Background: an optimization exercise with open tools, aiming at small area. Do not read the settings as production practice.
The RTL was checked by simulation tests, not by an equivalence proof against the original design.
Power and IR drop assume default switching activity.

### design.v
package dmaPkg;
  typedef logic [$clog2(4)-1:0] channel_t;
  typedef logic [4-1:0] channelMask_t;
  typedef logic [7:0] regByte_t;
  typedef logic [3:0] regAddr_t;
  typedef logic [16-1:0] addrWord_t;
  typedef logic [16-1:0] countWord_t;
endpackage
module dmaController (
  input  logic dma_if,
  input  logic rst,
  input  logic cs,
  input  logic wr,
  input  logic rd,
  input  dmaPkg::regAddr_t regAddr,
  input  dmaPkg::regByte_t wrData,
  output dmaPkg::regByte_t rdData,
  input  dmaPkg::channelMask_t dreq,
  output logic memValid,
  output dmaPkg::addrWord_t memAddr,
  output dmaPkg::channel_t memChannel,
  output logic memTc,
  input  logic memCredit
);
  logic [3:0][15:0] addrBase, addrCur, countBase, countCur;
  logic [3:0] maskReg, softReq, autoInit, downReg, tcStatus;
  logic bytePtr;
  logic [2:0] owed;   
  logic writeEn, masterClear, clear, ctrAccess, ctrWrite;
  assign writeEn = cs && wr;
  assign masterClear = writeEn && regAddr == 4'd13;
  assign clear = rst || masterClear;
  assign ctrAccess = cs && (wr || rd) && !regAddr[3];
  assign ctrWrite = writeEn && !regAddr[3];
  logic [3:0] request, winHot;
  logic [1:0] winner;
  logic grant;
  assign request = (dreq | softReq) & ~maskReg;
  assign winHot = request & ~(request << 1) & ~(request << 2) & ~(request << 3);
  assign winner = {!request[0] && !request[1], !request[0] && (request[1] || !request[2])};
  assign grant = |request && !masterClear && !owed[2];
  logic [15:0] addrNow, countNow;
  always_comb
  begin
    addrNow = '0;
    countNow = '0;
    for (int i = 0; i < 4; i++)
    begin
      addrNow |= addrCur[i] & {16{winHot[i]}};
      countNow |= countCur[i] & {16{winHot[i]}};
    end
  end
  logic down, reloadMode;
  logic [15:0] addrProp, addrStep;
  logic [15:0] addrCarry;
  logic [4:0] addrGroupCarry;
  assign down = |(downReg & winHot);
  assign reloadMode = |(autoInit & winHot);
  assign addrProp = addrNow ^ {16{down}};
  assign addrGroupCarry[0] = 1'b1;
  for (genvar g = 0; g < 4; g++)
  begin : g_incGroup
    assign addrGroupCarry[g+1] = addrGroupCarry[g] && &addrProp[4*g +: 4];
    assign addrCarry[4*g] = addrGroupCarry[g];
    for (genvar k = 1; k < 4; k++)
    begin : g_bit
      assign addrCarry[4*g+k] = addrCarry[4*g+k-1] && addrProp[4*g+k-1];
    end
  end
  assign addrStep = addrNow ^ addrCarry;
  logic [15:0] countZero, countStep, countBorrow;
  logic [4:0] countGroupBorrow;
  logic terminal, reload;
  assign countZero = ~countNow;
  assign countGroupBorrow[0] = 1'b1;
  for (genvar g = 0; g < 4; g++)
  begin : g_decGroup
    assign countGroupBorrow[g+1] = countGroupBorrow[g] && &countZero[4*g +: 4];
    assign countBorrow[4*g] = countGroupBorrow[g];
    for (genvar k = 1; k < 4; k++)
    begin : g_bit
      assign countBorrow[4*g+k] = countBorrow[4*g+k-1] && countZero[4*g+k-1];
    end
  end
  assign countStep = countNow ^ countBorrow;
  assign terminal = countNow == 16'd0;
  assign reload = terminal && reloadMode;
  for (genvar i = 0; i < 4; i++)
  begin : g_ch
    logic sel, step, aStepAny, cStepAny;
    logic [1:0] aLd, cLd, aFromBase, cFromBase, aStep, cStep, aHold, cHold, aBaseHold, cBaseHold;
    assign sel = ctrWrite && regAddr[2:1] == 2'(i) && !rst;
    assign step = grant && winHot[i] && !rst;
    assign aLd = {2{sel && !regAddr[0]}} & {bytePtr, !bytePtr};
    assign cLd = {2{sel && regAddr[0]}} & {bytePtr, !bytePtr};
    assign aStepAny = step && !(sel && !regAddr[0]);
    assign cStepAny = step && !(sel && regAddr[0]);
    assign aStep = {2{aStepAny && !terminal}};
    assign cStep = {2{cStepAny && !terminal}};
    assign aFromBase = aLd | {2{aStepAny && reload}};
    assign cFromBase = cLd | {2{cStepAny && reload}};
    assign aHold = ~(aLd | {2{aStepAny}}) & {2{!clear}};
    assign cHold = ~(cLd | {2{cStepAny}}) & {2{!clear}};
    assign aBaseHold = ~aLd & {2{!clear}};
    assign cBaseHold = ~cLd & {2{!clear}};
    for (genvar b = 0; b < 2; b++)
    begin : g_byte
      logic [7:0] aBaseNext, cBaseNext;
      assign aBaseNext = ({8{aLd[b]}} & wrData) | ({8{aBaseHold[b]}} & addrBase[i][8*b +: 8]);
      assign cBaseNext = ({8{cLd[b]}} & wrData) | ({8{cBaseHold[b]}} & countBase[i][8*b +: 8]);
      always_ff @(posedge dma_if)
      begin
        addrBase[i][8*b +: 8] <= aBaseNext;
        countBase[i][8*b +: 8] <= cBaseNext;
        addrCur[i][8*b +: 8] <= ({8{aFromBase[b]}} & aBaseNext) | ({8{aStep[b]}} & addrStep[8*b +: 8])
                              | ({8{aHold[b]}} & addrCur[i][8*b +: 8]);
        countCur[i][8*b +: 8] <= ({8{cFromBase[b]}} & cBaseNext) | ({8{cStep[b]}} & countStep[8*b +: 8])
                               | ({8{cHold[b]}} & countCur[i][8*b +: 8]);
      end
    end
  end
  always_ff @(posedge dma_if)
  begin
    if (clear || (writeEn && regAddr == 4'd12))
      bytePtr <= 1'b0;
    else if (ctrAccess)
      bytePtr <= !bytePtr;
  end
  always_ff @(posedge dma_if)
  begin
    if (rst)
    begin
      autoInit <= '0;
      downReg <= '0;
    end
    else if (writeEn && regAddr == 4'd11)
    begin
      autoInit[wrData[1:0]] <= wrData[4];
      downReg[wrData[1:0]] <= wrData[5];
    end
  end
  always_ff @(posedge dma_if)
  begin
    if (clear)
    begin
      maskReg <= '1;
      softReq <= '0;
      tcStatus <= '0;
    end
    else
    begin
      if (writeEn)
      begin
        case (regAddr)
          4'd9: softReq[wrData[1:0]] <= wrData[2];
          4'd10: maskReg[wrData[1:0]] <= wrData[2];
          4'd14: maskReg <= '0;
          4'd15: maskReg <= wrData[3:0];
          default: ;
        endcase
      end
      if (cs && rd && regAddr == 4'd8)
        tcStatus <= '0;
      if (grant && terminal)
      begin
        tcStatus[winner] <= 1'b1;
        softReq[winner] <= 1'b0;
        if (!autoInit[winner])
          maskReg[winner] <= 1'b1;
      end
    end
  end
  always_ff @(posedge dma_if)
  begin
    if (rst)
      owed <= '0;
    else
      owed <= owed + 3'(grant) - 3'(memCredit);
  end
  always_ff @(posedge dma_if)
  begin
    memValid <= grant && !rst;
    memAddr <= addrNow;
    memChannel <= winner;
    memTc <= terminal;
  end
  logic [15:0] readWord;
  assign readWord = regAddr[0] ? countCur[regAddr[2:1]] : addrCur[regAddr[2:1]];
  always_ff @(posedge dma_if)
  begin
    if (!regAddr[3])
      rdData <= bytePtr ? readWord[15:8] : readWord[7:0];
    else if (regAddr[2:0] == 3'd0)
      rdData <= {dreq | softReq, tcStatus};
    else
      rdData <= '0;
  end
endmodule
### flow/area.abc
&get -n
&st
&dch -f
&nf -a -F 10 -A 10
&put
topo
### constraint.sdc
create_clock -name core_clock -period 5.0 [get_ports {dma_if}]
set_input_delay 1.0000 -clock core_clock [delete_from_list [all_inputs] [get_ports {dma_if}]]
set_output_delay 1.0000 -clock core_clock [all_outputs]
set_load 0.01 [all_outputs]
### config.mk
export PLATFORM = sky130hd
export DESIGN_NAME = dmaController
export DESIGN_NICKNAME = dmaController
export VERILOG_FILES = /design/flow/design.v
export SDC_FILE = /design/flow/constraint.sdc
export NUM_CORES = 4
export LEC_CHECK = 0
export CAP_MARGIN = 20
export CORE_MARGIN = 2
export CORE_UTILIZATION = 60
export SLEW_MARGIN = 20
### standard.sh
#!/bin/bash
# synth_recipe.tcl (not shown) runs the flow's synth.tcl, then flattens the netlist and writes it again
# the make line also repeats each setting of config.mk as NAME=value (left out here)
make -C /OpenROAD-flow-scripts/flow DESIGN_CONFIG=/design/flow/config.mk WORK_HOME=/design/flow/orfs CLKGATE_MAP_FILE= SYNTH_SCRIPT=/design/flow/synth_recipe.tcl "${@:-finish}"
### flow/run.sh
#!/bin/bash
# Standard layout with an area-oriented ABC mapping in place of the speed script, small port
# buffers, and a clock tree of clkbuf_8 without dummy loads.
# The synthesis script is synth_recipe.tcl with only the abc command's -script argument replaced.
set -uo pipefail
W=$(pwd)
{
  cat <<EOF
proc abc {args} {
  set i [lsearch -exact \$args -script]
  if { \$i >= 0 } { set args [lreplace \$args [expr {\$i + 1}] [expr {\$i + 1}] $W/flow/area.abc] }
  yosys abc {*}\$args
}
EOF
  cat "$W/synth_recipe.tcl"
} > "$W/area_synth.tcl"
bash "$W/standard.sh" SYNTH_SCRIPT="$W/area_synth.tcl" \
  "BUFFER_PORTS_ARGS=-buffer_cell sky130_fd_sc_hd__buf_2" \
  "CTS_ARGS=-sink_clustering_enable -repair_clock_nets -dont_use_dummy_load -buf_list sky130_fd_sc_hd__clkbuf_8 -sink_clustering_size 16 -sink_clustering_max_diameter 60" \
  finish > "$W/standard_make.log" 2>&1
status=$?
cp -f "$W"/orfs/logs/*/dmaController/base/*.log "$W"/ 2>/dev/null
exit $status
==> results of run 1 <==
==> area by class of cell <==
class / instances / share of cell area, %
multi-input combinational: 921 / 45.5
tap: 270 / 2.49
inverter: 17 / 0.470
clock buffer: 25 / 2.54
timing repair buffer: 81 / 3.58
sequential: 308 / 45.5
==> cell families after synthesis <==
family | after synthesis
muxes | 4
DFF | 308
adders and majority gates | 18
buffers and inverters | 17
xor gates and xnor gates | 37
AOI/OAI and AO/OA | 538
and+or+nand+nor | 324
==> sequential cells by signal, indices dropped and copies added (netlist names) <==
register    cells
bytePtr         1
memAddr        16
countBase      64
maskReg         4
autoInit        4
rdData          8
addrBase       64
countCur       64
memValid        1
memChannel      2
addrCur        64
tcStatus        4
memTc           1
downReg         4
softReq         4
owed            3
==> path summary, 6_finish.rpt <==
path	from	end	cells after the start
setup / recovery	dreq[1]	addrCur[46]	12
hold / removal	tcStatus[2]	rdData[2]	2
setup reg to reg	maskReg[1]	addrCur[46]	11
hold reg to reg	tcStatus[2]	rdData[2]	2
==> routing by layer <==
metal  vias up  track usage, %  wire length (um)
met3       145            5.40              3590
met2       654            58.8             18500
met5         -               0                 0
met4         0            15.6              2010
li1       5172               -                 -
met1      5394            50.6             17000
==> power by group <==
group / switching, mW / total, mW / internal [mW]
Sequential: 0.0151 / 2.49 / 2.47
Combinational: 0.188 / 0.253 / 0.0650
Clock: 0.786 / 1.23 / 0.447
==> cell usage in the layout (no fill, tap or decap), types with 4 or more instances in the layout <==
master and instances:
a32oi_1 15, a222oi_1 56, ha_1 17, xnor2_1 26, a22oi_1 119, o211ai_1 8, clkbuf_8 25, nor2_1 63
a21boi_0 19, nor3_1 23, a21oi_1 33, o21ai_0 98, o21bai_1 9, nand2b_1 4, xor2_1 11, a31oi_1 8
and3_1 7, nand2_1 151, dfxtp_1 308, a22o_1 142, nand4_1 10, clkinv_1 17, nor2b_1 4, buf_2 49
a21o_1 4, and2_0 9, o22ai_1 8, buf_4 32, nand3_1 35, mux2i_1 4, a221o_1 13
==> critical path, delay by kind of cell <==
| kind | cells | cell delay, ns |
|---|---|---|
| AOI/OAI and AO/OA | 7 | 2.30 |
| buffers and inverters | 2 | 0.31 |
| and+or+nand+nor | 3 | 0.99 |
==> run notes, run 1 <==
share of cells above drive strength 1 8.51%; Clock Latency Late Sink 0.60 ns; total inserted antenna cells 0; Design Area, Final 13600 um^2; maximum number of pins on one net before global-route repair 34; Worst Path Arrival 4.62 ns; slew at the pin closest to its max-slew limit 1.13 ns; total die area 21700 um^2; combinational family with the most area after synthesis compound AO/OA/AOI/OAI gates; asr flop ratio synth 0%; xor and xnor fraction of the mapped netlist area 2.63%; share of synthesized area spent on multiplexers 0.324%; hold buffer count at CTS 0; net total in the final layout 1394; Die Width 147 um; setup TNS after final layout 0 ns; global routing usage summed across all routing layers 36.9%; Final ANT Viol Nets 0; count of flip-flops with a built-in enable after synthesis 0; final critical-path required period 4.10 ns; sequential share of the synthesized area 50.0%; half-perimeter wire length after placement 29400 um; cell leakage power 5.03 nW; hold_ws 0.427 ns; number of global-route vias before repair 10.5k; CTS Buffer Depth 3; most used standard cell by instance count after synthesis dfxtp_1; Synth Area per Inst 9.90 um^2; Cell Count Post-Placement 1597; leading cell types by total area after synthesis dfxtp_1, a22o_1, a22oi_1; Final Worst Setup Slack 0.896 ns; count of synthesis-stage warnings from yosys 1; adder-cell share of the synthesized area 1.89%; Inserted Clock Buffers 25; count of input and output buffers 49; fill cell instance count of the final layout 1666; count of non-filler cells in the finished layout 1622; maximum cell stage delay along the critical path 0.69 ns; required time of the worst setup path 5.51 ns; Maximum Capacitance Violations 0; H-tree depth 1; synthesized area 12300 um^2; worst-case register-to-register setup slack 1.11 ns; CP max-delay cell o21bai_1; I/O pin count 50; list of most frequent post-synthesis cells dfxtp_1, nand2_1, a22o_1; global-route wire length before repair 62000 um; final setup violation count 0; core region area 20200 um^2; cell type with the largest total area after synthesis dfxtp_1; post-route DRC violation count 0; Initial Utilization 61.0%; flip-flop cell with the highest count after synthesis dfxtp_1; Via density 7.01; Die Ht 147 um; Rows 52; register clock-pin slew on the reported worst setup and hold paths 0.09 ns; Seq. cell area 6170 um^2; initial antenna violation count 0; drt first-iter violations 1529; startpoint class of the critical path input pin; overall power of the completed layout 3.97 mW; final worst path period share 82.1%; CP max FO 21; CTS root buf clkbuf_8; CTS tree built; Post-Place Cell Area 13200 um^2; first-pass iteration count of the detailed router 12; run status finished clean; critical path capture point type register; global route total overflow 0; final cell utilization of the core 67.0%; clk sink count 308; cell count after synthesis 1246; final wirelength 41200 um; worst-case headroom to the max-slew limit 24.3%; fraction of synthesized cell area taken by the top area cell type 50.0%; simple-gate share of the synthesized area 11.7%; type of the most critical hold path register to register; synthesized-area fraction occupied by ao, oa, aoi and oai cells 33.0%; power density over cell area 293 nW/um^2; wire length per cell 25.4 um; number of buffers added for setup after CTS 0; number of endpoints with negative hold slack in the final report 0; net count of the mapped netlist 1286; count of vias placed by the detailed router 11.4k; Setup Skew 0.0787 ns; Crit Path Class input pin to register; gpl congestion 0.995; Critical Path, Cell by Cell buf_2 > o21ba_1 > nor2b_2 > buf_4 > a222oi_1 > a21boi_0 > nand3_1 > or4_1 > a31o_1 > o21bai_1 > a22o_1 > a21o_1; post-CTS sizing 0; Area Growth Syn to Fin 9.93%; final max-slew violation count 0; number of register bits inferred by synthesis 308; maximum frequency from static timing analysis 0.244 GHz; worst slack after detailed placement 0.324 ns; multi-input combinational cell area 6170 um^2; Yosys cell types 40; maximum vdd drop 257 uV; unrepaired setup endpoints after global routing no
==> inputs of run 2 (changes only) <==
--- a/config.mk
+++ b/config.mk
@@ -7,5 +7,5 @@
 export LEC_CHECK = 0
 export CAP_MARGIN = 20
 export CORE_MARGIN = 2
-export CORE_UTILIZATION = 60
+export CORE_UTILIZATION = 40
 export SLEW_MARGIN = 20
==> run 2 against run 1 <==
Effect of this change: hold slack gained 0.032 ns; still clean; total power is 0.98% higher; synthesized area unchanged; register-to-register slack got worse by 0.57 ns; critical path depth is 2 higher; combinational power up 4%; first-iteration DRC count up 8.7%; critical endpoint is now countCur[38]; synthesized cell count stayed put; clock skew up 0.0037 ns; non-clock buffer count rose by 4; design area up 1.5%; largest power group unchanged; sequential power is essentially flat.
==> run notes, run 2 <==
Yosys cell types 40 (unchanged); net count of the mapped netlist 1286 (unchanged); global-route wire length before repair 68400 um (+10%); final worst path period share 90.8% (+8.7 points); setup TNS after final layout 0 ns (unchanged); maximum vdd drop 188 uV (-27%); Final ANT Viol Nets 0 (unchanged); Via density 6.52 (-6.9%); Crit Path Class input pin to register; Hold Path Sink tcStatus[2]; Maximum Capacitance Violations 0 (unchanged); flip-flop cell with the highest count after synthesis dfxtp_1; sequential share of the synthesized area 50.0% (unchanged); drt first-iter violations 1662 (+8.7%); net total in the final layout 1400 (+0.43%); CTS Buffer Depth 3 (unchanged); CP max FO 27 (+29%); power density over cell area 291 nW/um^2 (-0.54%); Critical Path, Cell by Cell buf_2 > o21ba_2 > nor2b_2 > buf_4 > a222oi_1 > nand2_1 > clkinv_1 > ha_1 > nand3_1 > or4_1 > a31o_1 > o22ai_1 > a22oi_1 > o21ai_0; Die Width 180 um (+22%); count of vias placed by the detailed router 11.4k (+0.70%); cell leakage power 5.06 nW (+0.50%); count of input and output buffers 49 (unchanged); number of endpoints with negative hold slack in the final report 0 (unchanged); CTS tree built; count of synthesis-stage warnings from yosys 1 (unchanged); cell count after synthesis 1246 (unchanged); Area Growth Syn to Fin 11.6%; critical path capture point type register; count of non-filler cells in the finished layout 1754 (+8.1%); run status finished clean; slew at the pin closest to its max-slew limit 1.10 ns (-0.0216 ns); post-CTS sizing 0 (unchanged); clk sink count 308 (unchanged); number of register bits inferred by synthesis 308 (unchanged); asr flop ratio synth 0% (unchanged); Inserted Clock Buffers 27 (+8.0%); register clock-pin slew on the reported worst setup and hold paths 0.10 ns (about the same); Design Area, Final 13800 um^2 (+1.5%); maximum cell stage delay along the critical path 0.73 ns (+0.04 ns); global routing usage summed across all routing layers 27.5% (-9.4 points); number of global-route vias before repair 10.7k (+1.8%); fill cell instance count of the final layout 2945 (+77%); maximum number of pins on one net before global-route repair 40 (+18%); Initial Utilization 40.4% (-21 points); CP max-delay cell o22ai_1; number of buffers added for setup after CTS 0 (unchanged); synthesized area 12300 um^2 (unchanged); initial antenna violation count 0 (unchanged); Post-Place Cell Area 13400 um^2 (+1.4%); final wirelength 46100 um (+12%); hold buffer count at CTS 0 (unchanged); worst-case register-to-register setup slack 0.54 ns (-0.57 ns); number of cells on the worst reg-to-reg path 13 (+2); list of most frequent post-synthesis cells dfxtp_1, nand2_1, a22o_1; total die area 32300 um^2 (+49%); final setup violation count 0 (unchanged); core region area 30500 um^2 (+51%); gpl congestion 0.932 (-6.4%); worst hold start tcStatus[2]; wire length per cell 26.3 um (+3.5%); count of flip-flops with a built-in enable after synthesis 0 (unchanged); worst-case headroom to the max-slew limit 26.3% (+1.9 points); post-route DRC violation count 0 (unchanged); half-perimeter wire length after placement 33200 um (+13%); global route total overflow 0 (unchanged); I/O pin count 50 (unchanged); launch point of the worst reg-to-reg path maskReg[0]; Clock Latency Late Sink 0.60 ns (about the same); most common cell after layout, fill and taps aside dfxtp_1; worst reg2reg endpoint countCur[38]; final max-slew violation count 0 (unchanged); Rows 64 (+23%); Cell Count Post-Placement 1727 (+8.1%); instance count along the most critical hold path 2 (unchanged); most used standard cell by instance count after synthesis dfxtp_1; required time of the worst setup path 5.49 ns (-0.02 ns); share of cells above drive strength 1 8.91% (+0.40 points); Synth Area per Inst 9.90 um^2 (unchanged); fraction of synthesized cell area taken by the top area cell type 50.0% (unchanged); first-pass iteration count of the detailed router 12 (unchanged); leading cell types by total area after synthesis dfxtp_1, a22o_1, a22oi_1; Die Ht 180 um (+22%); unrepaired setup endpoints after global routing no; startpoint class of the critical path input pin; total inserted antenna cells 0 (unchanged); most used cells in the layout excluding fill and tap cells dfxtp_1, nand2_1, a22o_1; CTS root buf clkbuf_8; type of the most critical hold path register to register; Worst Path Arrival 5.03 ns (+0.41 ns); maximum frequency from static timing analysis 0.220 GHz (-9.6%); cell type with the largest total area after synthesis dfxtp_1; Setup Skew 0.0824 ns (+0.00369 ns); final critical-path required period 4.54 ns (+0.434 ns); H-tree depth 1 (unchanged)
run 2: power breakdown:
part	leakage (nW)	internal (mW)	switching, mW
sequential	2.48	2.47	0.0114
clock	0.194	0.480	0.787
combinational	2.38	0.0666	0.195
total	5.06	3.02	0.994
run 2: how the worst max path moves through the flow:
stage	startpoint	end	cells after the start
after floorplan	dreq[0]	countCur[43]	11
after global placement	dreq[0]	countCur[46]	12
after detailed placement	dreq[0]	countCur[46]	12
after CTS	dreq[0]	countCur[14]	14
after global routing	dreq[0]	countCur[54]	12
final	dreq[0]	countCur[38]	14
run 2: metal layers:
layer	up-vias	global-route usage, %	part of all wire, %
met1	5520	38.3	43
met3	117	3.79	7.7
met4	0	11.1	4.1
met5	-	0	0
met2	617	42.9	45
li1	5190	-	-
run 2: cells by family after synthesis:
family,Yosys count,synth area share [%]
buf+inv,17,0.517
fa+ha+maj,18,1.89
simple gates,324,11.7
xor+xnor,37,2.63
compound gates,538,33.0
flops,308,50.0
mux,4,0.324
run 2: final cells by class:
class                   count  area (um^2)  share of cell area, %
flip-flops and latches    308         6170                   44.8
repair buffers             85          515                   3.74
clock buffers              27          372                   2.70
well taps                 396          495                   3.60
multi-input cells         921         6160                   44.7
inverters                  17         63.8                  0.463
run 2: worst max-delay path: cells and delay by family:
kind	cells	cell delay, ns
buffers and inverters	3	0.42
adder cells (fa/ha/maj)	1	0.16
AND/OR/NAND/NOR	4	1.07
AO/OA/AOI/OAI	6	2.36
run 2: per-stage QoR:
step                      worst slack (ns)  hold slack [ns]  power (mW)  util (%)
after floorplan                      0.133            0.425        2.66         -
after CTS                            0.602            0.459        4.02      45.1
after detailed placement            0.0153            0.446        2.79      43.9
after global routing                0.0951            0.485        4.15      45.1
final                                0.462            0.458        4.01      45.1
after global placement              0.0867            0.442        2.79      43.9
==> inputs of run 3 (changes only) <==
--- a/design.v
+++ b/design.v
@@ -37,7 +37,7 @@
   logic grant;
   assign request = (dreq | softReq) & ~maskReg;
   assign winHot = request & ~(request << 1) & ~(request << 2) & ~(request << 3);
-  assign winner = {!request[0] && !request[1], !request[0] && (request[1] || !request[2])};
+  assign winner = {winHot[2] || winHot[3], winHot[1] || winHot[3]};
   assign grant = |request && !masterClear && !owed[2];
   logic [15:0] addrNow, countNow;
   always_comb
@@ -83,7 +83,7 @@
     end
   end
   assign countStep = countNow ^ countBorrow;
-  assign terminal = countNow == 16'd0;
+  assign terminal = countGroupBorrow[4];
   assign reload = terminal && reloadMode;
   for (genvar i = 0; i < 4; i++)
   begin : g_ch
@@ -126,48 +126,29 @@
     else if (ctrAccess)
       bytePtr <= !bytePtr;
   end
-  always_ff @(posedge dma_if)
-  begin
-    if (rst)
+  logic tcEvent, statusRead;
+  logic [3:0] chHot;
+  assign tcEvent = grant && terminal;
+  assign statusRead = cs && rd && regAddr == 4'd8;
+  assign chHot = 4'b0001 << wrData[1:0];
+  for (genvar i = 0; i < 4; i++)
+  begin : g_ctl
+    logic modeLd, reqLd, maskLd, tcHere;
+    assign modeLd = writeEn && regAddr == 4'd11 && chHot[i];
+    assign reqLd = writeEn && regAddr == 4'd9 && chHot[i];
+    assign maskLd = writeEn && regAddr == 4'd10 && chHot[i];
+    assign tcHere = tcEvent && winHot[i];
+    always_ff @(posedge dma_if)
     begin
-      autoInit <= '0;
-      downReg <= '0;
-    end
-    else if (writeEn && regAddr == 4'd11)
-    begin
-      autoInit[wrData[1:0]] <= wrData[4];
-      downReg[wrData[1:0]] <= wrData[5];
-    end
-  end
-  always_ff @(posedge dma_if)
-  begin
-    if (clear)
-    begin
-      maskReg <= '1;
-      softReq <= '0;
-      tcStatus <= '0;
-    end
-    else
-    begin
-      if (writeEn)
-      begin
-        case (regAddr)
-          4'd9: softReq[wrData[1:0]] <= wrData[2];
-          4'd10: maskReg[wrData[1:0]] <= wrData[2];
-          4'd14: maskReg <= '0;
-          4'd15: maskReg <= wrData[3:0];
-          default: ;
-        endcase
-      end
-      if (cs && rd && regAddr == 4'd8)
-        tcStatus <= '0;
-      if (grant && terminal)
-      begin
-        tcStatus[winner] <= 1'b1;
-        softReq[winner] <= 1'b0;
-        if (!autoInit[winner])
-          maskReg[winner] <= 1'b1;
-      end
+      autoInit[i] <= !rst && (modeLd ? wrData[4] : autoInit[i]);
+      downReg[i] <= !rst && (modeLd ? wrData[5] : downReg[i]);
+      softReq[i] <= !clear && !tcHere && (reqLd ? wrData[2] : softReq[i]);
+      tcStatus[i] <= !clear && (tcHere || (tcStatus[i] && !statusRead));
+      maskReg[i] <= clear || (tcHere && !autoInit[i])
+                    || (maskLd ? wrData[2]
+                        : (writeEn && regAddr == 4'd15) ? wrData[i]
+                        : (writeEn && regAddr == 4'd14) ? 1'b0
+                        : maskReg[i]);
     end
   end
   always_ff @(posedge dma_if)
@@ -184,15 +165,19 @@
     memChannel <= winner;
     memTc <= terminal;
   end
-  logic [15:0] readWord;
-  assign readWord = regAddr[0] ? countCur[regAddr[2:1]] : addrCur[regAddr[2:1]];
+  logic [7:0] readByte;
+  always_comb
+  begin
+    readByte = '0;
+    for (int i = 0; i < 4; i++)
+      for (int b = 0; b < 2; b++)
+      begin
+        readByte |= addrCur[i][8*b +: 8] & {8{regAddr == {1'b0, 2'(i), 1'b0} && bytePtr == 1'(b)}};
+        readByte |= countCur[i][8*b +: 8] & {8{regAddr == {1'b0, 2'(i), 1'b1} && bytePtr == 1'(b)}};
+      end
+    if (regAddr == 4'd8)
+      readByte = {dreq | softReq, tcStatus};
+  end
   always_ff @(posedge dma_if)
-  begin
-    if (!regAddr[3])
-      rdData <= bytePtr ? readWord[15:8] : readWord[7:0];
-    else if (regAddr[2:0] == 3'd0)
-      rdData <= {dreq | softReq, tcStatus};
-    else
-      rdData <= '0;
-  end
+    rdData <= readByte;
 endmodule
--- a/config.mk
+++ b/config.mk
@@ -7,5 +7,5 @@
 export LEC_CHECK = 0
 export CAP_MARGIN = 20
 export CORE_MARGIN = 2
-export CORE_UTILIZATION = 40
+export CORE_UTILIZATION = 65
 export SLEW_MARGIN = 20
==> run 3 against run 2 <==
Effect of this change: still clean on timing, DRC and antenna; global-route usage increased by 17 points; die area is 39% lower; utilization rose by 27 points; total power decreased by 4.3%; critical path type unchanged; largest cell class unchanged.
==> run notes, run 3 <==
cell leakage power 4.95 nW (-2.1%); Maximum Capacitance Violations 0 (unchanged); slew at the pin closest to its max-slew limit 1.14 ns (+0.0353 ns); global-route wire length before repair 66800 um (-2.2%); fill cell instance count of the final layout 1459 (-50%); count of input and output buffers 49 (unchanged); Synth Area per Inst 10.0 um^2 (+1.5%); maximum number of pins on one net before global-route repair 25 (-38%); run status finished clean; CP max-delay cell nor3_4; final cell utilization of the core 72.1% (+27 points); H-tree depth 1 (unchanged); CTS root buf clkbuf_8; count of non-filler cells in the finished layout 1555 (-11%); net total in the final layout 1359 (-2.9%); startpoint class of the critical path input pin; core region area 18500 um^2 (-39%); type of the most critical hold path register to register; maximum frequency from static timing analysis 0.248 GHz (+13%); total die area 19800 um^2 (-39%); number of register bits inferred by synthesis 308 (unchanged); sw power 0.911 mW (-8.3%); Die Ht 141 um (-22%); setup TNS after final layout 0 ns (unchanged); critical path capture point type register; count of synthesis-stage warnings from yosys 1 (unchanged); Final ANT Viol Nets 0 (unchanged); gpl congestion 1.14 (+22%); Area Growth Syn to Fin 9.85%; wire length per cell 29.1 um (+11%); flip-flop cell with the highest count after synthesis dfxtp_1; Die Width 141 um (-22%); final worst path period share 80.6% (-10 points); Crit Path Class input pin to register; power density over cell area 287 nW/um^2 (-1.3%); final max-slew violation count 0 (unchanged); cell type with the largest total area after synthesis dfxtp_1; synthesized area 12200 um^2 (-1.5%); asr flop ratio synth 0% (unchanged); clk sink count 308 (unchanged); maximum vdd drop 265 uV (+41%); sw frac 23.7% (-1.0 points); final wirelength 45300 um (-1.7%); first-pass iteration count of the detailed router 10 (-2); post-route DRC violation count 0 (unchanged); register clock-pin slew on the reported worst setup and hold paths 0.09 ns (about the same); number of global-route vias before repair 10.8k (+1.2%); Critical Path, Cell by Cell buf_2 > o21ba_2 > nor3_4 > buf_4 > a222oi_1 > a21boi_0 > xnor2_1 > nor4_1 > buf_4 > and2_0 > nand3_1 > xor2_1 > o21ai_0; drt first-iter violations 2417 (+45%); required time of the worst setup path 5.46 ns (-0.03 ns); Setup Skew 0.0667 ns (-0.0157 ns); cell count after synthesis 1210 (-2.9%); final setup violation count 0 (unchanged); CTS Buffer Depth 3 (unchanged); final critical-path required period 4.03 ns (-0.508 ns); Via density 7.52 (+15%); Design Area, Final 13400 um^2 (-3.0%); Post-Place Cell Area 13000 um^2 (-2.7%); cell-internal power 2.93 mW (-3.0%); number of buffers added for setup after CTS 0 (unchanged); leading cell types by total area after synthesis dfxtp_1, a22o_1, a22oi_1; Combinational Power Share 5.3% (-1.2 points); share of cells above drive strength 1 8.93% (+0.022 points); hold buffer count at CTS 0 (unchanged); Sequential Power Share 64.5% (+2.6 points); half-perimeter wire length after placement 32700 um (-1.5%); maximum cell stage delay along the critical path 0.70 ns (-0.03 ns); CTS tree built; global route total overflow 0 (unchanged); critical path's most frequent cell buf_4; global routing usage summed across all routing layers 44.6% (+17 points); net count of the mapped netlist 1246 (-3.1%); total inserted antenna cells 0 (unchanged); Inserted Clock Buffers 23 (-15%); Cell Count Post-Placement 1532 (-11%); most used cells in the layout excluding fill and tap cells dfxtp_1, a22o_1, a22oi_1; Initial Utilization 65.7% (+25 points); most used standard cell by instance count after synthesis dfxtp_1; most common cell after layout, fill and taps aside dfxtp_1; number of endpoints with negative hold slack in the final report 0 (unchanged); Rows 50 (-22%); I/O pin count 50 (unchanged); sequential share of the synthesized area 50.7% (+0.75 points); fraction of synthesized cell area taken by the top area cell type 50.7% (+0.75 points); initial antenna violation count 1 (+1); worst-case headroom to the max-slew limit 23.2% (-3.1 points); count of flip-flops with a built-in enable after synthesis 0 (unchanged); post-CTS sizing 0 (unchanged); Yosys cell types 41 (+2.5%); count of vias placed by the detailed router 11.7k (+2.2%); clock group share of total power 30.3% (-1.3 points); Clock Latency Late Sink 0.60 ns (about the same); list of most frequent post-synthesis cells dfxtp_1, a22o_1, a22oi_1; CP max FO 18 (-33%); Worst Path Arrival 4.49 ns (-0.54 ns); unrepaired setup endpoints after global routing no
[run 3: cell count changes after synthesis, moves of 11 or more]
cell / change
nand2_1: -33
a21oi_1: -20
o21ai_0: +14
a32oi_1: -15
nand3_1: -16
a22oi_1: +11
[run 3: worst paths after layout]
check | start | endpoint | slack [ns] | cells past startpoint
worst max-delay path | dreq[0] | addrCur[39] | 0.97 | 13
worst min-delay path | tcStatus[2] | tcStatus[2] | 0.47 | 2
worst max register to register | maskReg[0] | addrCur[58] | 1.12 | 12
worst min register to register | tcStatus[2] | tcStatus[2] | 0.47 | 2
[run 3: routing by layer]
metal	up-vias	track usage (%)	share of wire, %	routed length, um
met1	5441	62.0	39	17500
li1	5061	-	-	-
met2	992	64.9	41	18400
met5	-	0	0.035	16
met3	204	12.5	15	6850
met4	2	20.3	5.5	2490
[run 3: logic make-up after synthesis]
kind of cell             count (synthesis)  share of synthesized area, %
flip-flops                             308                          50.7
XOR/XNOR                                37                          2.67
AO/OA/AOI/OAI                          524                          32.6
adder cells (fa/ha/maj)                 14                          1.50
multiplexers                             6                         0.494
AND/OR/NAND/NOR                        310                          11.7
buffers and inverters                   11                         0.340
[run 3: stage by stage]
stage | setup WS, ns | hold slack [ns] | power (mW)
finish | 0.970 | 0.469 | 3.84
CTS | 1.06 | 0.466 | 3.82
floorplan | 0.125 | 0.428 | 2.63
global route | 0.744 | 0.484 | 3.92
detailed placement | 0.446 | 0.453 | 2.72
global placement | 0.519 | 0.445 | 2.72
[run 3: power by group through the flow]
| stage | clock [mW] | sequential, mW | combinational, mW |
|---|---|---|---|
| 6_report | 1.16 | 2.48 | 0.202 |
| 5_1_grt | 1.23 | 2.48 | 0.210 |
| 4_1_cts | 1.15 | 2.47 | 0.191 |
| 3_5_place_dp | 0 | 2.53 | 0.190 |
| 3_3_place_gp | 0 | 2.53 | 0.189 |
| 2_1_floorplan | 0 | 2.53 | 0.0927 |
[run 3: worst max-delay path, delay by kind of cell]
kind            cells  cell delay [ns]
simple gates        4             1.41
xor+xnor            2             0.70
compound gates      4             0.68
buf+inv             3             0.67
[run 3: area by class of cell]
type,instances,area [um^2],area share [%]
inverters,11,41.3,0.309
flip-flops and latches,308,6170,46.2
repair buffers,88,538,4.03
multi-input cells,891,6000,44.9
clock buffers,23,317,2.37
well taps,234,293,2.19
==> inputs of run 4 (changes only) <==
--- a/config.mk
+++ b/config.mk
@@ -7,5 +7,5 @@
 export LEC_CHECK = 0
 export CAP_MARGIN = 20
 export CORE_MARGIN = 2
-export CORE_UTILIZATION = 65
+export CORE_UTILIZATION = 60
 export SLEW_MARGIN = 20
==> run 4 against run 3 <==
Effect of this change: sequential share of layout area shrank 0.27 points; non-clock buffer count down 2; clock skew shrank 0.010 ns; register-to-register slack worse by 0.06 ns; design area increased by 0.59%; combinational power hardly changed; critical endpoint is now countCur[6]; critical path type unchanged; highest routed layer unchanged.
==> run notes, run 4 <==
Synth Area per Inst 10.0 um^2 (unchanged); Bufs and invs on worst path 3 (unchanged); final max-slew violation count 0 (unchanged); Die Width 146 um (+4.0%); Combinational Power Share 5.2% (about the same); sequential share of the synthesized area 50.7% (unchanged); Final ANT Viol Nets 0 (unchanged); synthesized area 12200 um^2 (unchanged); final wirelength 45700 um (+1.0%); Clock Latency Late Sink 0.59 ns (about the same); maximum frequency from static timing analysis 0.248 GHz (about the same); register clock-pin slew on the reported worst setup and hold paths 0.11 ns (+0.02 ns); count of flip-flops with a built-in enable after synthesis 0 (unchanged); Setup Skew 0.0565 ns (-0.0102 ns); core region area 20000 um^2 (+8.2%); most used standard cell by instance count after synthesis dfxtp_1; Yosys cell types 41 (unchanged); global-route wire length before repair 68400 um (+2.4%); critical path endpoint countCur[6]; global routing usage summed across all routing layers 41.8% (-2.8 points); cell-internal power 2.98 mW (+1.7%); Sequential Power Share 63.2% (-1.3 points); number of global-route vias before repair 10.7k (-0.62%); worst-case headroom to the max-slew limit 22.7% (-0.53 points); global route total overflow 0 (unchanged); Area Growth Syn to Fin 10.5%; number of register bits inferred by synthesis 308 (unchanged); gpl congestion 1.05 (-7.7%); unrepaired setup endpoints after global routing no; Rows 52 (+4.0%); setup TNS after final layout 0 ns (unchanged); I/O pin count 50 (unchanged); count of vias placed by the detailed router 11.7k (-0.30%); Maximum Capacitance Violations 0 (unchanged); run status finished clean; sw frac 24.0% (+0.23 points); cell type with the largest total area after synthesis dfxtp_1; flip-flop cell with the highest count after synthesis dfxtp_1; drt first-iter violations 2640 (+9.2%); first-pass iteration count of the detailed router 14 (+4); net count of the mapped netlist 1246 (unchanged); count of input and output buffers 49 (unchanged); total die area 21400 um^2 (+8.1%); CP max FO 24 (+6); most used cells in the layout excluding fill and tap cells dfxtp_1, a22o_1, a22oi_1; number of cells on the worst reg-to-reg path 12 (unchanged); sw power 0.939 mW (+3.0%); list of most frequent post-synthesis cells dfxtp_1, a22o_1, a22oi_1; maximum cell stage delay along the critical path 0.61 ns (-0.09 ns); H-tree depth 1 (unchanged); number of endpoints with negative hold slack in the final report 0 (unchanged); maximum vdd drop 281 uV (+5.9%); slew at the pin closest to its max-slew limit 1.15 ns (+0.0111 ns); final setup violation count 0 (unchanged); fill cell instance count of the final layout 1668 (+14%); half-perimeter wire length after placement 33200 um (+1.5%); launch point of the worst reg-to-reg path maskReg[0]; maximum number of pins on one net before global-route repair 25 (unchanged); CTS Buffer Depth 3 (unchanged); clk sink count 308 (unchanged); type of the most critical hold path register to register; worst-case register-to-register setup slack 1.06 ns (-0.06 ns); critical path capture point type register; share of cells above drive strength 1 8.93% (about the same); cell count after synthesis 1210 (unchanged); CTS tree built; asr flop ratio synth 0% (unchanged); Via density 7.33 (-2.6%); CTS root buf clkbuf_8; final critical-path required period 4.03 ns (-0.00244 ns); post-route DRC violation count 0 (unchanged); initial antenna violation count 1 (unchanged); count of synthesis-stage warnings from yosys 1 (unchanged); Initial Utilization 60.7% (-5.0 points); final worst path period share 80.6% (about the same); overall power of the completed layout 3.92 mW (+2.1%); startpoint class of the critical path input pin; CP max-delay cell o22ai_1; Critical Path Stages 13 (unchanged); required time of the worst setup path 5.50 ns (+0.04 ns); power density over cell area 292 nW/um^2 (+1.5%); post-CTS sizing 0 (unchanged); number of buffers added for setup after CTS 0 (unchanged); wire length per cell 28.7 um (-1.3%); worst reg2reg endpoint countCur[6]; cell leakage power 4.96 nW (+0.28%); fraction of synthesized cell area taken by the top area cell type 50.7% (unchanged); crit-path leading delay family compound AO/OA/AOI/OAI gates; net total in the final layout 1360 (+0.074%); Crit Path Class input pin to register; Inserted Clock Buffers 26 (+13%); clock group share of total power 31.6% (+1.3 points); worst setup path start dreq[0]; Die Ht 146 um (+4.0%); total inserted antenna cells 0 (unchanged); most common cell after layout, fill and taps aside dfxtp_1; leading cell types by total area after synthesis dfxtp_1, a22o_1, a22oi_1; hold buffer count at CTS 0 (unchanged); Worst Path Arrival 4.53 ns (+0.04 ns); hold_ws 0.443 ns (-0.0256 ns); Critical Path, Cell by Cell buf_2 > o21ba_2 > nor4_4 > buf_4 > a222oi_1 > a21boi_0 > nand4_1 > nor3_1 > nand4_1 > buf_4 > o22ai_1 > a22oi_1 > o21ai_0
## run 4: worst min path at each step
stage                      from          end  slack [ns]  cells after the start
finish              autoInit[0]   maskReg[0]        0.44                      1
global route        autoInit[0]   maskReg[0]        0.47                      1
CTS                 autoInit[0]   maskReg[0]        0.43                      1
detailed placement  tcStatus[2]  tcStatus[2]        0.45                      2
global placement    tcStatus[2]  tcStatus[2]        0.45                      2
floorplan           addrCur[42]  addrCur[42]        0.43                      2
## run 4: kinds of logic (layout without fill, tap and decap cells)
group / after synthesis / in the layout / share of synthesized area [%]
buf+inv: 11 / 123 / 0.340
flops: 308 / 308 / 50.7
simple gates: 310 / 310 / 11.7
compound gates: 524 / 524 / 32.6
xor+xnor: 37 / 37 / 2.67
fa+ha+maj: 14 / 14 / 1.50
mux: 6 / 6 / 0.494
## run 4: power groups by stage
stage / logic [mW] / registers (mW) / clock network, mW
floorplan: 0.0927 / 2.53 / 0
global placement: 0.192 / 2.53 / 0
detailed placement: 0.194 / 2.53 / 0
CTS: 0.195 / 2.48 / 1.23
global route: 0.216 / 2.48 / 1.32
finish: 0.203 / 2.48 / 1.24
## run 4: through the flow
step                      instances  util [%]  worst slack (ns)  cell area [um^2]
after floorplan                1210         -             0.125             12200
after global placement         1566      65.3             0.559             13100
after detailed placement       1566      65.3             0.547             13100
after CTS                      1592      67.0              1.14             13400
after global routing           1592      67.0             0.724             13400
final                          1592      67.0             0.972             13400
## run 4: final cells by class
cell class,instances,area [um^2],area share (%)
flip-flops and latches,308,6170,45.9
multi-input cells,891,6000,44.6
repair buffers,86,536,3.99
clock buffers,26,358,2.66
well taps,270,338,2.51
inverters,11,41.3,0.307
## run 4: metal layers
metal  share of wire (%)  wire length, um  GRT usage, %  up-vias
li1                    -                -             -     5079
met4                 5.1             2320          17.4        2
met5               0.022               10             0        -
met3                  14             6330          10.7      190
met2                  42            19100          61.3      934
met1                  39            18000          58.9     5460
==> inputs of run 5 (changes only) <==
--- a/config.mk
+++ b/config.mk
@@ -7,5 +7,5 @@
 export LEC_CHECK = 0
 export CAP_MARGIN = 20
 export CORE_MARGIN = 2
-export CORE_UTILIZATION = 60
+export CORE_UTILIZATION = 70
 export SLEW_MARGIN = 20
==> run 5 against run 4 <==
Effect of this change: still clean on timing, DRC and antenna; cell count shrank 3.1%; setup slack got worse by 0.21 ns; synthesized area did not move; critical endpoint is now countCur[13]; highest routed layer is now met4.
==> run notes, run 5 <==
maximum number of pins on one net before global-route repair 28 (+12%); first-pass iteration count of the detailed router 12 (-2); number of global-route vias before repair 11.0k (+2.6%); synthesized area 12200 um^2 (unchanged); leading cell types by total area after synthesis dfxtp_1, a22o_1, a22oi_1; Initial Utilization 71.0% (+10 points); worst slack after detailed placement 0.474 ns (-0.0736 ns); Clock Latency Late Sink 0.56 ns (-0.03 ns); unrepaired setup endpoints after global routing no; hold buffer count at CTS 0 (unchanged); most used cells in the layout excluding fill and tap cells dfxtp_1, a22o_1, a22oi_1; Combinational Power Share 5.3% (about the same); launch point of the worst reg-to-reg path maskReg[0]; worst reg2reg endpoint countCur[13]; final worst path period share 84.8% (+4.2 points); total die area 18400 um^2 (-14%); Sequential Power Share 64.3% (+1.1 points); asr flop ratio synth 0% (unchanged); most used standard cell by instance count after synthesis dfxtp_1; global routing usage summed across all routing layers 48.8% (+7.0 points); Area Growth Syn to Fin 9.47%; CP max FO 22 (-8.3%); cell-internal power 2.93 mW (-1.7%); core region area 17100 um^2 (-15%); I/O pin count 50 (unchanged); final max-slew violation count 0 (unchanged); Inserted Clock Buffers 23 (-12%); register clock-pin slew on the reported worst setup and hold paths 0.10 ns (about the same); Final ANT Viol Nets 0 (unchanged); Setup Skew 0.0501 ns (-0.00639 ns); count of vias placed by the detailed router 12.1k (+3.5%); number of buffers added for setup after CTS 0 (unchanged); most common cell after layout, fill and taps aside dfxtp_1; final setup violation count 0 (unchanged); setup TNS after final layout 0 ns (unchanged); instance count along the most critical hold path 2 (+1); Die Width 136 um (-7.2%); worst-case register-to-register setup slack 0.87 ns (-0.19 ns); count of flip-flops with a built-in enable after synthesis 0 (unchanged); run status finished clean; cell count after synthesis 1210 (unchanged); startpoint class of the critical path input pin; hold_ws 0.471 ns (+0.0284 ns); cell leakage power 4.93 nW (-0.73%); CTS Buffer Depth 3 (unchanged); power density over cell area 290 nW/um^2 (-0.69%); worst-case headroom to the max-slew limit 24.6% (+1.9 points); required time of the worst setup path 5.45 ns (-0.05 ns); sequential share of the synthesized area 50.7% (unchanged); Rows 48 (-7.7%); global-route wire length before repair 67600 um (-1.2%); net total in the final layout 1355 (-0.37%); final critical-path required period 4.24 ns (+0.210 ns); Die Ht 136 um (-7.2%); number of register bits inferred by synthesis 308 (unchanged); Crit Path Class input pin to register; Synth Area per Inst 10.0 um^2 (unchanged); CTS root buf clkbuf_8; Via density 7.83 (+6.8%); half-perimeter wire length after placement 32200 um (-3.0%); fraction of synthesized cell area taken by the top area cell type 50.7% (unchanged); maximum frequency from static timing analysis 0.236 GHz (-5.0%); clk sink count 308 (unchanged); type of the most critical hold path register to register; post-route DRC violation count 0 (unchanged); drt first-iter violations 2702 (+2.3%); net count of the mapped netlist 1246 (unchanged); gpl congestion 1.09 (+3.5%); list of most frequent post-synthesis cells dfxtp_1, a22o_1, a22oi_1; initial antenna violation count 0 (-1); sw power 0.927 mW (-1.3%); Worst Path Arrival 4.69 ns (+0.16 ns); count of input and output buffers 49 (unchanged); flip-flop cell with the highest count after synthesis dfxtp_1; final cell utilization of the core 77.8% (+11 points); wire length per cell 29.6 um (+3.0%); clock group share of total power 30.4% (-1.2 points); H-tree depth 1 (unchanged); post-CTS sizing 0 (unchanged); slew at the pin closest to its max-slew limit 1.13 ns (-0.0251 ns); maximum vdd drop 302 uV (+7.6%); worst hold start tcStatus[0]; Yosys cell types 41 (unchanged); Maximum Capacitance Violations 0 (unchanged); count of synthesis-stage warnings from yosys 1 (unchanged); Hold Path Sink tcStatus[0]; total inserted antenna cells 0 (unchanged); critical path capture point type register; overall power of the completed layout 3.85 mW (-1.6%); Final Worst Setup Slack 0.762 ns (-0.210 ns); global route total overflow 0 (unchanged); sw frac 24.0% (+0.075 points); number of cells on the worst reg-to-reg path 14 (+2); cell type with the largest total area after synthesis dfxtp_1; number of endpoints with negative hold slack in the final report 0 (unchanged); final wirelength 45600 um (-0.28%); share of cells above drive strength 1 8.58% (-0.35 points); CTS tree built
run 5: kinds of logic after synthesis:
| family | Yosys count | share of synthesized area [%] |
|---|---|---|
| DFF | 308 | 50.7 |
| buffers and inverters | 11 | 0.340 |
| xor gates and xnor gates | 37 | 2.67 |
| muxes | 6 | 0.494 |
| adders and majority gates | 14 | 1.50 |
| and+or+nand+nor | 310 | 11.7 |
| AOI/OAI and AO/OA | 524 | 32.6 |
run 5: routing by layer:
| layer | global-route usage [%] | routed length, um | vias up |
|---|---|---|---|
| met5 | 0 | 0 | - |
| met4 | 25.8 | 3060 | 0 |
| met3 | 13.2 | 7340 | 270 |
| met2 | 71.3 | 18800 | 1202 |
| met1 | 66.0 | 16500 | 5557 |
| li1 | - | - | 5041 |
run 5: critical path: stages:
cell,delay (ns)
buf_2,0.09
o21ba_2,0.33
nor4_4,0.10
buf_4,0.24
a222oi_1,0.31
nand2_1,0.21
clkinv_1,0.08
ha_1,0.16
nand3_1,0.19
nor3_1,0.46
nand4_1,0.22
buf_4,0.25
o22ai_1,0.61
a22oi_1,0.23
o21ai_0,0.20
run 5: final cells by class:
type,instances,area [um^2]
Multi-Input combinational cell,891,6000
Clock buffer,23,317
Tap cell,225,282
Timing Repair Buffer,84,508
Fill cell,1152,3810
Inverter,11,41.3
Sequential cell,308,6170
run 5: how the worst max path moves through the flow:
stage | start | end | cells past startpoint
final | dreq[0] | countCur[13] | 15
after global routing | dreq[0] | countCur[13] | 15
after CTS | dreq[0] | countCur[13] | 15
after detailed placement | dreq[0] | countCur[13] | 15
after global placement | dreq[0] | countCur[14] | 15
after floorplan | dreq[0] | addrCur[63] | 10
run 5: stage by stage:
stage               std cells  area [um^2]
finish                   1542        13300
CTS                      1542        13300
global placement         1519        13000
detailed placement       1519        13000
global route             1542        13300
floorplan                1210        12200
run 5: power groups by stage:
stage | clock network [mW] | logic, mW | registers (mW)
floorplan | 0 | 0.0927 | 2.53
global placement | 0 | 0.184 | 2.53
detailed placement | 0 | 0.191 | 2.53
CTS | 1.15 | 0.193 | 2.48
global route | 1.23 | 0.214 | 2.48
finish | 1.17 | 0.204 | 2.48
==> inputs of run 6 (changes only) <==
--- a/flow/run.sh
+++ b/flow/run.sh
@@ -17,7 +17,7 @@
 bash "$W/standard.sh" SYNTH_SCRIPT="$W/area_synth.tcl" \
   "BUFFER_PORTS_ARGS=-buffer_cell sky130_fd_sc_hd__buf_2" \
   "CTS_ARGS=-sink_clustering_enable -repair_clock_nets -dont_use_dummy_load -buf_list sky130_fd_sc_hd__clkbuf_8 -sink_clustering_size 16 -sink_clustering_max_diameter 60" \
-  finish > "$W/standard_make.log" 2>&1
+  RECOVER_POWER=100 finish > "$W/standard_make.log" 2>&1
 status=$?
 cp -f "$W"/orfs/logs/*/dmaController/base/*.log "$W"/ 2>/dev/null
 exit $status
==> run 6 against run 5 <==
Effect of this change: the layout now fails its checks (max-capacitance violations, max-slew violations); total power barely moved; utilization fell by 0.44 points; wire length barely moved; clock-buffer cell count did not move; hold slack barely moved; maximum frequency fell by 9.6%; combinational power barely moved; setup slack got worse by 0.45 ns; clock power barely moved; die area did not move; critical path depth fell by 7; critical path type unchanged; largest power group unchanged; highest routed layer unchanged.
==> run notes, run 6 <==
required time of the worst setup path 5.47 ns (+0.02 ns); first-pass iteration count of the detailed router 14 (+2); Rows 48 (unchanged); final critical-path required period 4.69 ns (+0.448 ns); synthesized area 12200 um^2 (unchanged); overall power of the completed layout 3.86 mW (about the same); fraction of synthesized cell area taken by the top area cell type 50.7% (unchanged); CP max-delay cell or2_0; share of cells above drive strength 1 5.69% (-2.9 points); worst-case headroom to the max-slew limit -48.3% (-73 points); run status complete, but fails checks; count of vias placed by the detailed router 12.1k (-0.12%); most used cells in the layout excluding fill and tap cells dfxtp_1, a22o_1, a22oi_1; CTS tree built; count of non-filler cells in the finished layout 1542 (unchanged); count of input and output buffers 49 (unchanged); final setup violation count 0 (unchanged); sequential share of the synthesized area 50.7% (unchanged); CTS Buffer Depth 3 (unchanged); Final ANT Viol Nets 0 (unchanged); most used standard cell by instance count after synthesis dfxtp_1; most common cell after layout, fill and taps aside dfxtp_1; half-perimeter wire length after placement 32200 um (unchanged); critical path capture point type register; cell count after synthesis 1210 (unchanged); final wirelength 45600 um (about the same); hold_ws 0.471 ns (-0.000387 ns); power density over cell area 291 nW/um^2 (+0.61%); net count of the mapped netlist 1246 (unchanged); Seq. cell area 6170 um^2 (unchanged); core region area 17100 um^2 (unchanged); Via density 7.82 (-0.12%); list of most frequent post-synthesis cells dfxtp_1, a22o_1, a22oi_1; wire length per cell 29.6 um (about the same); Initial Utilization 71.0% (unchanged); multi-input combinational cell area 5980 um^2 (-0.25%); Worst Path Arrival 5.15 ns (+0.46 ns); total die area 18400 um^2 (unchanged); Synth Area per Inst 10.0 um^2 (unchanged); maximum number of pins on one net before global-route repair 28 (unchanged); Setup Skew 0.0534 ns (+0.00325 ns); layout checks that failed max-capacitance violations, max-slew violations; post-CTS sizing 0 (unchanged); leading cell types by total area after synthesis dfxtp_1, a22o_1, a22oi_1; number of buffers added for setup after CTS 0 (unchanged); CTS root buf clkbuf_8; total inserted antenna cells 0 (unchanged); number of global-route vias before repair 11.0k (unchanged); CP max FO 24 (+9.1%); number of register bits inferred by synthesis 308 (unchanged); type of the most critical hold path register to register; final worst path period share 93.7% (+9.0 points); I/O pin count 50 (unchanged); clk sink count 308 (unchanged); H-tree depth 1 (unchanged); Die Ht 136 um (unchanged); Critical Path, Cell by Cell buf_2 > nor2b_1 > and3_1 > or2_0 > nor2_1 > and2_0 > a22o_1 > a21o_1; Cell Count Post-Placement 1519 (unchanged); global-route wire length before repair 67600 um (unchanged); unrepaired setup endpoints after global routing no; fill cell instance count of the final layout 1175 (+2.0%); Area Growth Syn to Fin 8.85%; maximum vdd drop 306 uV (+1.2%); maximum frequency from static timing analysis 0.213 GHz (-9.6%); slew at the pin closest to its max-slew limit 2.23 ns (+1.10 ns); Clock Latency Late Sink 0.57 ns (about the same); count of synthesis-stage warnings from yosys 1 (unchanged); gpl congestion 1.09 (unchanged); initial antenna violation count 0 (unchanged); hold buffer count at CTS 0 (unchanged); cell type with the largest total area after synthesis dfxtp_1; startpoint class of the critical path input pin; Crit Path Class input pin to register; setup TNS after final layout 0 ns (unchanged); global routing usage summed across all routing layers 48.8% (unchanged); net total in the final layout 1355 (unchanged); register clock-pin slew on the reported worst setup and hold paths 0.10 ns (about the same); maximum cell stage delay along the critical path 1.62 ns (+1.01 ns); asr flop ratio synth 0% (unchanged); Die Width 136 um (unchanged); post-route DRC violation count 0 (unchanged); Inserted Clock Buffers 23 (unchanged); flip-flop cell with the highest count after synthesis dfxtp_1; Yosys cell types 41 (unchanged); cell leakage power 4.78 nW (-3.1%); drt first-iter violations 2742 (+1.5%); global route total overflow 0 (unchanged); Maximum Capacitance Violations 1 (+1); count of flip-flops with a built-in enable after synthesis 0 (unchanged); number of endpoints with negative hold slack in the final report 0 (unchanged); final max-slew violation count 25 (+25)
-- run 6: cell types whose count changed in the layout (fill, tap and decap cells not counted) --
cell / delta
or2_0: +1
or2_2: -1
buf_2: -30
clkbuf_1: +36
nor4_4: -1
nor4_1: +1
buf_4: -6
-- run 6: cell type report --
cell class,instances,area share [%]
Clock buffer,23,2.39
Inverter,11,0.312
Multi-Input combinational cell,891,45.2
Sequential cell,308,46.6
Tap cell,225,2.13
Timing Repair Buffer,84,3.38
-- run 6: logic make-up after synthesis --
kind of cell | after synthesis | synth area share, %
XOR/XNOR | 37 | 2.67
multiplexers | 6 | 0.494
AO/OA/AOI/OAI | 524 | 32.6
adder cells (fa/ha/maj) | 14 | 1.50
flip-flops | 308 | 50.7
AND/OR/NAND/NOR | 310 | 11.7
buffers and inverters | 11 | 0.340
-- run 6: worst paths after layout --
kind / start / to / slack [ns] / depth (start not counted)
min: tcStatus[0] / tcStatus[0] / 0.47 / 2
max: regAddr[0] / addrCur[62] / 0.31 / 8
min reg2reg: tcStatus[0] / tcStatus[0] / 0.47 / 2
max reg2reg: softReq[0] / addrCur[44] / 0.80 / 12
-- run 6: where the power goes --
group          switching (mW)  internal, mW  leakage, nW
clock network           0.763         0.413        0.165
logic                   0.156        0.0462         2.13
registers              0.0108          2.47         2.48
-- run 6: metal layers --
metal	share of wire (%)	wire (um)	global-route usage (%)	vias to the layer above
met5	0	0	0	-
met4	7.0	3180	25.8	0
met3	16	7450	13.2	292
met2	41	18500	71.3	1254
met1	36	16500	66.0	5474
li1	-	-	-	5036
-- run 6: worst max-delay path, delay by kind of cell --
family,cells,cell delay [ns]
and+or+nand+nor,5,3.31
AOI/OAI and AO/OA,2,0.46
buffers and inverters,1,0.35
-- run 6: stage by stage --
step	setup WS [ns]	area [um^2]	util, %
3_5_place_dp	0.474	13000	75.9
4_1_cts	0.919	13300	77.8
5_1_grt	0.382	13200	77.3
2_1_floorplan	0.125	12200	-
3_3_place_gp	0.636	13000	75.9
6_report	0.314	13200	77.3
==> inputs of run 7 (changes only) <==
==> run.sh (new file) <==
#!/bin/bash
# synth_recipe.tcl (not shown) runs the flow's synth.tcl, then flattens the netlist and writes it again
# the make line also repeats each setting of config.mk as NAME=value (left out here)
make -C /OpenROAD-flow-scripts/flow DESIGN_CONFIG=/design/flow/config.mk WORK_HOME=/design/flow/orfs CLKGATE_MAP_FILE= SYNTH_SCRIPT=/design/flow/synth_recipe.tcl finish
--- a/config.mk
+++ b/config.mk
@@ -8,4 +8,7 @@
 export CAP_MARGIN = 20
 export CORE_MARGIN = 2
 export CORE_UTILIZATION = 70
+export CTS_BUF_LIST = sky130_fd_sc_hd__clkbuf_8
+export CTS_CLUSTER_DIAMETER = 60
+export CTS_CLUSTER_SIZE = 16
 export SLEW_MARGIN = 20
removed: flow/run.sh
removed: flow/area.abc
removed: standard.sh
==> run 7 against run 6 <==
Effect of this change: the run now finishes clean; clock-buffer cell count increased by 3; sequential power about the same; wire length increased by 14%; critical path type unchanged; clock skew decreased by 0.023 ns; largest power group unchanged; via count increased by 20%.
==> run notes, run 7 <==
final setup violation count 0 (unchanged); synthesized area 14100 um^2 (+16%); startpoint class of the critical path input pin; Yosys cell types 69 (+68%); most common cell after layout, fill and taps aside nand2_1; H-tree depth 1 (unchanged); sequential share of the synthesized area 43.6% (-7.1 points); Synth Area per Inst 8.13 um^2 (-19%); post-CTS sizing 0 (unchanged); gpl congestion 1.08 (-0.98%); critical path's most frequent cell buf_4; xor and xnor fraction of the mapped netlist area 1.55% (-1.1 points); flip-flop cell with the highest count after synthesis dfxtp_1; final max-slew violation count 0 (-100%); number of register bits inferred by synthesis 308 (unchanged); count of flip-flops with a built-in enable after synthesis 0 (unchanged); CTS Buffer Depth 3 (unchanged); Inserted Clock Buffers 25 (+8.7%); register clock-pin slew on the reported worst setup and hold paths 0.10 ns (about the same); initial antenna violation count 1 (+1); share of synthesized area spent on multiplexers 0.584% (+0.090 points); list of most frequent post-synthesis cells nand2_1, dfxtp_1, nor2_1; global route total overflow 0 (unchanged); net total in the final layout 1791 (+32%); overall power of the completed layout 4.13 mW (+7.0%); net count of the mapped netlist 1776 (+43%); Critical Path, Cell by Cell clkdlybuf4s50_1 > o21ba_2 > buf_4 > nor4_4 > buf_4 > a221oi_1 > ha_1 > nand3_1 > nor3_1 > nand3_1 > buf_4 > o21ai_1 > o21ai_0 > a21o_1; cell count after synthesis 1740 (+44%); half-perimeter wire length after placement 37100 um (+15%); leading cell types by total area after synthesis dfxtp_1, nand2_1, nand3_1; CP max FO 22 (-8.3%); Setup Skew 0.0306 ns (-0.0227 ns); CTS tree built; count of non-filler cells in the finished layout 2025 (+31%); count of input and output buffers 49 (unchanged); final worst path period share 86.4% (-7.4 points); Die Ht 146 um (+7.6%); fill cell instance count of the final layout 1373 (+17%); clk sink count 308 (unchanged); I/O pin count 50 (unchanged); share of cells above drive strength 1 6.25% (+0.56 points); Clock Latency Late Sink 0.60 ns (+0.03 ns); Crit Path Class input pin to register; power density over cell area 270 nW/um^2 (-7.3%); Initial Utilization 71.9% (+0.90 points); slew at the pin closest to its max-slew limit 1.24 ns (-0.982 ns); worst-case headroom to the max-slew limit 16.9% (+65 points); Bufs and invs on worst path 4 (+3); CP max-delay cell o21ai_1; CTS root buf clkbuf_8; Via density 7.15 (-8.6%); cell leakage power 6.08 nW (+27%); run status finished clean; post-route DRC violation count 0 (unchanged); Area Growth Syn to Fin 8.01%; final wirelength 51800 um (+14%); count of synthesis-stage warnings from yosys 1 (unchanged); final critical-path required period 4.32 ns (-0.369 ns); final cell utilization of the core 77.7% (+0.37 points); most used cells in the layout excluding fill and tap cells nand2_1, dfxtp_1, nor2_1; Maximum Capacitance Violations 0 (-1); setup TNS after final layout 0 ns (unchanged); unrepaired setup endpoints after global routing no; crit-path leading delay family compound AO/OA/AOI/OAI gates; number of endpoints with negative hold slack in the final report 0 (unchanged); cell type with the largest total area after synthesis dfxtp_1; Die Width 146 um (+7.6%); synthesized-area fraction occupied by ao, oa, aoi and oai cells 23.8% (-8.7 points); simple-gate share of the synthesized area 25.4% (+14 points); maximum vdd drop 287 uV (-6.1%); critical path capture point type register; global routing usage summed across all routing layers 47.1% (-1.6 points); first-pass iteration count of the detailed router 7 (-7); count of vias placed by the detailed router 14.5k (+20%); type of the most critical hold path register to register; Rows 51 (+6.3%); maximum cell stage delay along the critical path 0.84 ns (-0.78 ns); number of buffers added for setup after CTS 0 (unchanged); maximum number of pins on one net before global-route repair 81 (+190%); asr flop ratio synth 0% (unchanged); fraction of synthesized cell area taken by the top area cell type 43.6% (-7.1 points); adder-cell share of the synthesized area 1.29% (-0.21 points); core region area 19700 um^2 (+15%); most used standard cell by instance count after synthesis nand2_1; drt first-iter violations 2234 (-19%); global-route wire length before repair 78700 um (+16%); Cell Count Post-Placement 1993 (+31%); number of global-route vias before repair 13.5k (+22%); maximum frequency from static timing analysis 0.232 GHz (+8.5%); required time of the worst setup path 5.50 ns (+0.03 ns); total die area 21400 um^2 (+16%); wire length per cell 25.6 um (-13%); hold buffer count at CTS 0 (unchanged); Worst Path Arrival 4.82 ns (-0.33 ns); combinational family with the most area after synthesis simple AND/OR/NAND/NOR gates; Final ANT Viol Nets 0 (unchanged); total inserted antenna cells 0 (unchanged)
## run 7: changes by cell type after synthesis, moves of 51 or more
cell | previous run | this run
nand3_1 | 19 | 127
o211ai_1 | 6 | 64
a222oi_1 | 58 | 0
nand2b_1 | 7 | 58
nor2_1 | 66 | 135
a21oi_1 | 13 | 112
clkbuf_1 | 0 | 69
a22oi_1 | 130 | 28
a22o_1 | 132 | 30
nand2_1 | 118 | 360
## run 7: power by group
group	switching, mW	internal, mW
clock	0.846	0.491
sequential	0.0170	2.47
combinational	0.214	0.0872
total	1.08	3.05
## run 7: final timing paths
check / start / to / slack [ns] / cells past startpoint
worst max-delay path: dreq[2] / addrCur[54] / 0.68 / 14
worst max register to register: maskReg[2] / addrCur[54] / 1.19 / 13
worst min-delay path: addrBase[39] / addrBase[39] / 0.47 / 2
worst min register to register: addrBase[39] / addrBase[39] / 0.47 / 2
## run 7: cells by family after synthesis
group	after synthesis
compound gates	479
xor+xnor	25
fa+ha+maj	14
buf+inv	118
flops	308
mux	7
simple gates	789
## run 7: area by class of cell
cell class	count	area (um^2)	share of cell area [%]
Timing Repair Buffer	93	841	5.51
Inverter	13	48.8	0.320
Multi-Input combinational cell	1314	7460	48.9
Sequential cell	308	6170	40.4
Clock inverter	6	65.1	0.426
Clock buffer	26	358	2.34
Tap cell	265	332	2.17
## run 7: metal layers
layer	global-route usage [%]	wire, um	vias up
li1	-	-	6263
met3	11.9	8060	301
met5	0	13	-
met2	70.1	21300	1301
met4	24.9	3600	2
met1	63.5	18900	6603
## run 7: worst register-to-register path, cell delays in order, from the launching register on
cell and delay [ns]:
dfxtp_1 0.32, o21ba_2 0.26, buf_4 0.30, nor4_4 0.10, buf_4 0.19, a221oi_1 0.27, ha_1 0.23, nand3_1 0.08
nor3_1 0.27, nand3_1 0.18, buf_4 0.23, o21ai_1 0.84, o21ai_0 0.25, a21o_1 0.20
## run 7: per-stage QoR
step                      worst slack (ns)  cell area, um^2  hold slack (ns)
after floorplan                      0.576            14100            0.431
after global placement               0.409            14900            0.444
after detailed placement             0.251            14900            0.452
after CTS                            0.831            15300            0.469
after global routing                 0.446            15300            0.482
final                                0.682            15300            0.471

==> port drivers added, routing unchanged <==
How much do the figures lean on ideal ports? The routed layouts below were timed once more, with nothing changed but the port constraints.
Step 1 assumes that a clkbuf_16 drives the clock port and a buf_2 every other input.
Step 2 times the ports against the registers' clock, not the clock port: input delays grow and output delays shrink by t, the midpoint of the rising clock arrivals with the driver on.
Three values: ideal, step 1, step 2; two values: the first two.
run	t (ns)	setup slack, ns	worst data-port slew with drivers (ns)
run 1	0.607	0.896 / 0.918 / 0.311	0.04
run 2	0.604	0.462 / 0.490 / -0.113	0.06
run 3	0.605	0.970 / 0.993 / 0.388	0.03
run 4	0.607	0.972 / 0.990 / 0.384	0.04
run 5	0.586	0.762 / 0.786 / 0.201	0.04
run 6	0.595	0.314 / 0.329 / -0.266	0.04
run 7	0.629	0.682 / 0.688 / 0.059	0.04
For run 7, which loses most, drivers alone change the setup slack by +0.006 ns; drivers and shift together by -0.623 ns.
